What follows belongs to an exercise in optimizing a design on an open flow for small area, a short achievable clock period and few clock cycles per item; a production flow would make more cautious choices. The RTL was checked by simulation tests, not by an equivalence proof against the original design. Power and IR drop assume default switching activity.

==> flow/design.v <==
package core_pkg;
    localparam int xlen = 32;
    localparam int reg_count = 32;
    typedef logic [xlen-1:0] data_t;
    typedef logic [4:0] reg_addr_t;
    localparam logic [6:0] opcode_op     = 7'b0110011;
    localparam logic [6:0] opcode_op_imm = 7'b0010011;
endpackage
`timescale 1ns/100ps
module alu_unit (
    input  core_pkg::data_t op_a,
    input  core_pkg::data_t op_b,
    input  logic            sel_add,    
    input  logic            sub,        
    input  logic [4:0]      shamt,      
    input  logic            sel_sll,
    input  logic            sel_slt,
    input  logic            sel_sltu,
    input  logic            sel_xor,
    input  logic            sel_sr,
    input  logic            arith,      
    input  logic            sel_or,
    input  logic            sel_and,
    output core_pkg::data_t result
);
    logic [33:0] sum_c;
    logic [32:0] sum;
    logic        lt_s;
    logic        lt_u;
    core_pkg::data_t sll, sr;
    assign sum_c = {1'b0, op_a, 1'b1} + {1'b0, op_b, sub};
    assign sum = sum_c[33:1];
    assign lt_u = !sum[32];
    assign lt_s = (op_a[31] == op_b[31]) ? op_a[31] : sum[31];
    assign sll = op_a << shamt;
    assign sr = $signed({arith & op_a[31], op_a}) >>> shamt;
    assign result = ({32{sel_add}} & sum[31:0])
                  | ({32{sel_sll}} & sll)
                  | {31'b0, (sel_slt & lt_s) | (sel_sltu & lt_u)}
                  | ({32{sel_xor}} & (op_a ^ op_b))
                  | ({32{sel_sr}} & sr)
                  | ({32{sel_or}} & (op_a | op_b))
                  | ({32{sel_and}} & (op_a & op_b));
endmodule
`timescale 1ns/100ps
module register_file (
    input  logic                clk,
    input  logic                rst_n,
    input  core_pkg::reg_addr_t rs1_addr,
    input  core_pkg::reg_addr_t rs2_addr,
    output core_pkg::data_t     rs1_data,
    output core_pkg::data_t     rs2_data,
    input  logic                wr_en,
    input  core_pkg::reg_addr_t wr_addr,
    input  core_pkg::data_t     wr_data
);
    core_pkg::data_t regs [1:31];
    logic [31:1] written;
    always_ff @(posedge clk or negedge rst_n) begin
        if (!rst_n)
            written <= '0;
        else if (wr_en && wr_addr != '0)
            written[wr_addr] <= 1'b1;
    end
    always_ff @(posedge clk) begin
        if (wr_en && wr_addr != '0)
            regs[wr_addr] <= wr_data;
    end
    always_comb begin
        rs1_data = '0;
        rs2_data = '0;
        for (int i = 1; i < core_pkg::reg_count; i++) begin
            rs1_data = rs1_data | ({32{rs1_addr == i && written[i]}} & regs[i]);
            rs2_data = rs2_data | ({32{rs2_addr == i && written[i]}} & regs[i]);
        end
    end
endmodule
`timescale 1ns/100ps
module fetch_unit (
    input  logic        clk,
    input  logic        rst_n,
    input  logic        in_valid,
    input  logic [31:0] in_instr,
    output logic        in_ready,
    input  logic        stall,
    output logic        f_valid,
    output logic        f_is_reg,    
    output logic        f_legal,     
    output logic [31:7] f_instr
);
    logic        s_valid;
    logic        s_is_reg, s_legal;
    logic [31:7] s_instr;
    logic        in_is_reg, in_legal;
    logic        accept;
    logic        f_take;
    logic        ready_out;
    assign in_is_reg = (in_instr[6:0] == core_pkg::opcode_op);
    assign in_legal = in_is_reg || (in_instr[6:0] == core_pkg::opcode_op_imm);
    assign in_ready = ready_out;
    assign accept = in_valid && !s_valid;
    assign f_take = !f_valid || !stall;
    always_ff @(posedge clk or negedge rst_n) begin
        if (!rst_n) begin
            s_valid <= 1'b0;
            f_valid <= 1'b0;
        end else if (f_take) begin
            s_valid <= 1'b0;
            f_valid <= s_valid || accept;
        end else if (accept) begin
            s_valid <= 1'b1;
        end
    end
    always_ff @(posedge clk or negedge rst_n) begin
        if (!rst_n)
            ready_out <= 1'b1;
        else
            ready_out <= f_take || (ready_out && !in_valid);
    end
    always_ff @(posedge clk) begin
        if (f_take) begin
            f_instr <= s_valid ? s_instr : in_instr[31:7];
            f_is_reg <= s_valid ? s_is_reg : in_is_reg;
            f_legal <= s_valid ? s_legal : in_legal;
        end
        if (!f_take && accept) begin
            s_instr <= in_instr[31:7];
            s_is_reg <= in_is_reg;
            s_legal <= in_legal;
        end
    end
endmodule
`timescale 1ns/100ps
module decode_issue (
    input  logic        clk,
    input  logic        rst_n,
    input  logic        f_valid,
    input  logic        f_is_reg,
    input  logic        f_legal,
    input  logic [31:7] f_instr,
    output logic        stall,
    output logic        retire_valid,
    output logic [73:0] retire,
    input  logic        retire_ready
);
    logic [2:0]  funct3;
    core_pkg::reg_addr_t rs1, rs2, rd;
    core_pkg::data_t rs1_data, rs2_data;
    core_pkg::data_t rd_a, rd_b;
    logic        ex_a, ex_b;
    logic        sub;
    logic        shift;
    core_pkg::data_t b_next;
    logic        e_valid;
    core_pkg::data_t e_a, e_b;
    logic [4:0]  e_shamt;
    logic        e_sel_add, e_sub, e_sel_sll, e_sel_slt, e_sel_sltu;
    logic        e_sel_xor, e_sel_sr, e_arith, e_sel_or, e_sel_and;
    logic        e_legal, e_wr;
    core_pkg::reg_addr_t e_rd;
    logic        o_valid;
    core_pkg::reg_addr_t o_rd;
    core_pkg::data_t o_result;
    logic        o_wr, o_illegal;
    logic [29:0] o_count;
    logic        o_valid_out;
    core_pkg::data_t alu_result;
    assign rd  = f_instr[11:7];
    assign funct3 = f_instr[14:12];
    assign rs1 = f_instr[19:15];
    assign rs2 = f_instr[24:20];
    assign stall = o_valid && !retire_ready;
    register_file regfile_block (
        .clk      (clk),
        .rst_n    (rst_n),
        .rs1_addr (rs1),
        .rs2_addr (rs2),
        .rs1_data (rs1_data),
        .rs2_data (rs2_data),
        .wr_en    (e_valid && e_wr),
        .wr_addr  (e_rd),
        .wr_data  (alu_result)
    );
    assign rd_a = rs1_data;
    assign rd_b = !f_is_reg ? {{20{f_instr[31]}}, f_instr[31:20]} : rs2_data;
    assign ex_a = e_valid && e_wr && rs1 == e_rd;
    assign ex_b = f_is_reg && e_valid && e_wr && rs2 == e_rd;
    assign sub = (f_is_reg && funct3 == 3'b000 && f_instr[30])
              || funct3 == 3'b010 || funct3 == 3'b011;
    assign shift = f_legal && funct3[1:0] == 2'b01;
    assign b_next = ex_b ? alu_result : rd_b;
    always_ff @(posedge clk or negedge rst_n) begin
        if (!rst_n)
            e_valid <= 1'b0;
        else if (!stall)
            e_valid <= f_valid;
    end
    always_ff @(posedge clk) begin
        if (!stall) begin
            e_a <= ex_a ? alu_result : rd_a;
            e_b <= b_next ^ {32{sub}};
            e_shamt <= shift ? b_next[4:0] : 5'b0;
            e_sel_add <= f_legal && funct3 == 3'b000;
            e_sub <= sub;
            e_sel_sll <= f_legal && funct3 == 3'b001;
            e_sel_slt <= f_legal && funct3 == 3'b010;
            e_sel_sltu <= f_legal && funct3 == 3'b011;
            e_sel_xor <= f_legal && funct3 == 3'b100;
            e_sel_sr <= f_legal && funct3 == 3'b101;
            e_arith <= f_instr[30];
            e_sel_or <= f_legal && funct3 == 3'b110;
            e_sel_and <= f_legal && funct3 == 3'b111;
            e_legal <= f_legal;
            e_wr <= f_legal && (rd != '0);
            e_rd <= rd;
        end
    end
    alu_unit alu_block (
        .op_a     (e_a),
        .op_b     (e_b),
        .shamt    (e_shamt),
        .sel_add  (e_sel_add),
        .sub      (e_sub),
        .sel_sll  (e_sel_sll),
        .sel_slt  (e_sel_slt),
        .sel_sltu (e_sel_sltu),
        .sel_xor  (e_sel_xor),
        .sel_sr   (e_sel_sr),
        .arith    (e_arith),
        .sel_or   (e_sel_or),
        .sel_and  (e_sel_and),
        .result   (alu_result)
    );
    always_ff @(posedge clk or negedge rst_n) begin
        if (!rst_n) begin
            o_valid <= 1'b0;
            o_count <= '0;
        end else begin
            if (!stall)
                o_valid <= e_valid;
            if (o_valid && retire_ready)
                o_count <= o_count + 1'b1;
        end
    end
    always_ff @(posedge clk) begin
        if (!stall) begin
            o_rd <= e_rd;
            o_result <= alu_result;
            o_wr <= e_wr;
            o_illegal <= !e_legal;
        end
    end
    always_ff @(posedge clk or negedge rst_n) begin
        if (!rst_n)
            o_valid_out <= 1'b0;
        else
            o_valid_out <= (o_valid_out && !retire_ready) || e_valid;
    end
    assign retire_valid = o_valid_out;
    assign retire = {o_count, 2'b00, o_count[2:0], o_rd, o_result, o_wr, o_illegal};
endmodule
`timescale 1ns/100ps
module core_top (
    input  logic                     clk,
    input  logic                     rst_n,
    input  logic                     in_valid,
    input  logic [31:0]              in_instr,
    output logic                     in_ready,
    output logic                     retire_valid,
    output logic [73:0]              retire,
    input  logic                     retire_ready
);
    logic        stall;
    logic        f_valid;
    logic        f_is_reg;
    logic        f_legal;
    logic [31:7] f_instr;
    fetch_unit fetch_block (
        .clk      (clk),
        .rst_n    (rst_n),
        .in_valid (in_valid),
        .in_instr (in_instr),
        .in_ready (in_ready),
        .stall    (stall),
        .f_valid  (f_valid),
        .f_is_reg (f_is_reg),
        .f_legal  (f_legal),
        .f_instr  (f_instr)
    );
    decode_issue decode_block (
        .clk          (clk),
        .rst_n        (rst_n),
        .f_valid      (f_valid),
        .f_is_reg     (f_is_reg),
        .f_legal      (f_legal),
        .f_instr      (f_instr),
        .stall        (stall),
        .retire_valid (retire_valid),
        .retire       (retire),
        .retire_ready (retire_ready)
    );
endmodule
clock: 10.0 ns
lec_check: 0
cap_margin: 20
core_margin: 2
core_utilization: 60
cts_cluster_diameter: 100
cts_cluster_size: 20
place_density: 0.72
slew_margin: 20
standard.sh (not shown) runs the stock make flow with config.mk's settings and CLKGATE_MAP_FILE= SYNTH_SCRIPT=/design/flow/synth_recipe.tcl, a recipe that flattens the netlist after the stock synthesis.
==> flow/flow/run.sh <==
#!/bin/bash
set -euo pipefail
export SETUP_SLACK_MARGIN=6.5
export BUFFER_PORTS_ARGS="-buffer_cell sky130_fd_sc_hd__buf_4"
bash standard.sh > flow_make.log 2>&1
Testbench counts at the start, summed over its fixed seeds: cycles 12,024, items 12,000.
Change:
- CORE_UTILIZATION: 60 -> 45
- PLACE_DENSITY: 0.72 -> 0.7
The new run produced a clean layout.
Worst setup slack improved by 0.12 ns.
Die area grows by 33%.
Wire length falls by 0.44%.
Power fell by 1.0%.
Register-to-register slack gets better by 0.12 ns.
Synthesized cell count is unchanged.
Change:
- PLACE_DENSITY: 0.7 -> 0.6
The new run completed without violations.
Cell area increases by 1.4%.
Routed wire length increases by 5.3%.
Global-route usage increases by 2.6 points.

port drivers added, routing unchanged:
Ports are ideal in the flow. The routed layouts listed here were re-timed in OpenROAD.
Step 1 assumes that a clkbuf_16 drives the clock port and a buf_2 every other input.
Step 2 also shifts input and output timing later by t, the mid clock arrival at the registers, as if the neighbouring blocks saw the same clock.
a / b / c = no drivers / after step 1 / after step 2; a / b = the first two.
run	shift t [ns]	setup slack, ns	hold WS [ns]	worst setup path at the end	latest minus earliest clock arrival (ns)
the first run	0.774	6.244 / 6.244 / 5.876	0.452 / 0.452 / 0.452	input to register	0.035 / 0.035
the second run	0.788	6.360 / 6.360 / 5.970	0.450 / 0.450 / 0.450	input to register	0.033 / 0.032
the third run	0.795	6.284 / 6.284 / 5.924	0.456 / 0.456 / 0.456	input to register	0.047 / 0.046
After both steps every run listed still meets setup and hold. The setup slack of the second run, which loses most, moves by 0.000 ns with the drivers and by -0.390 ns with both steps.
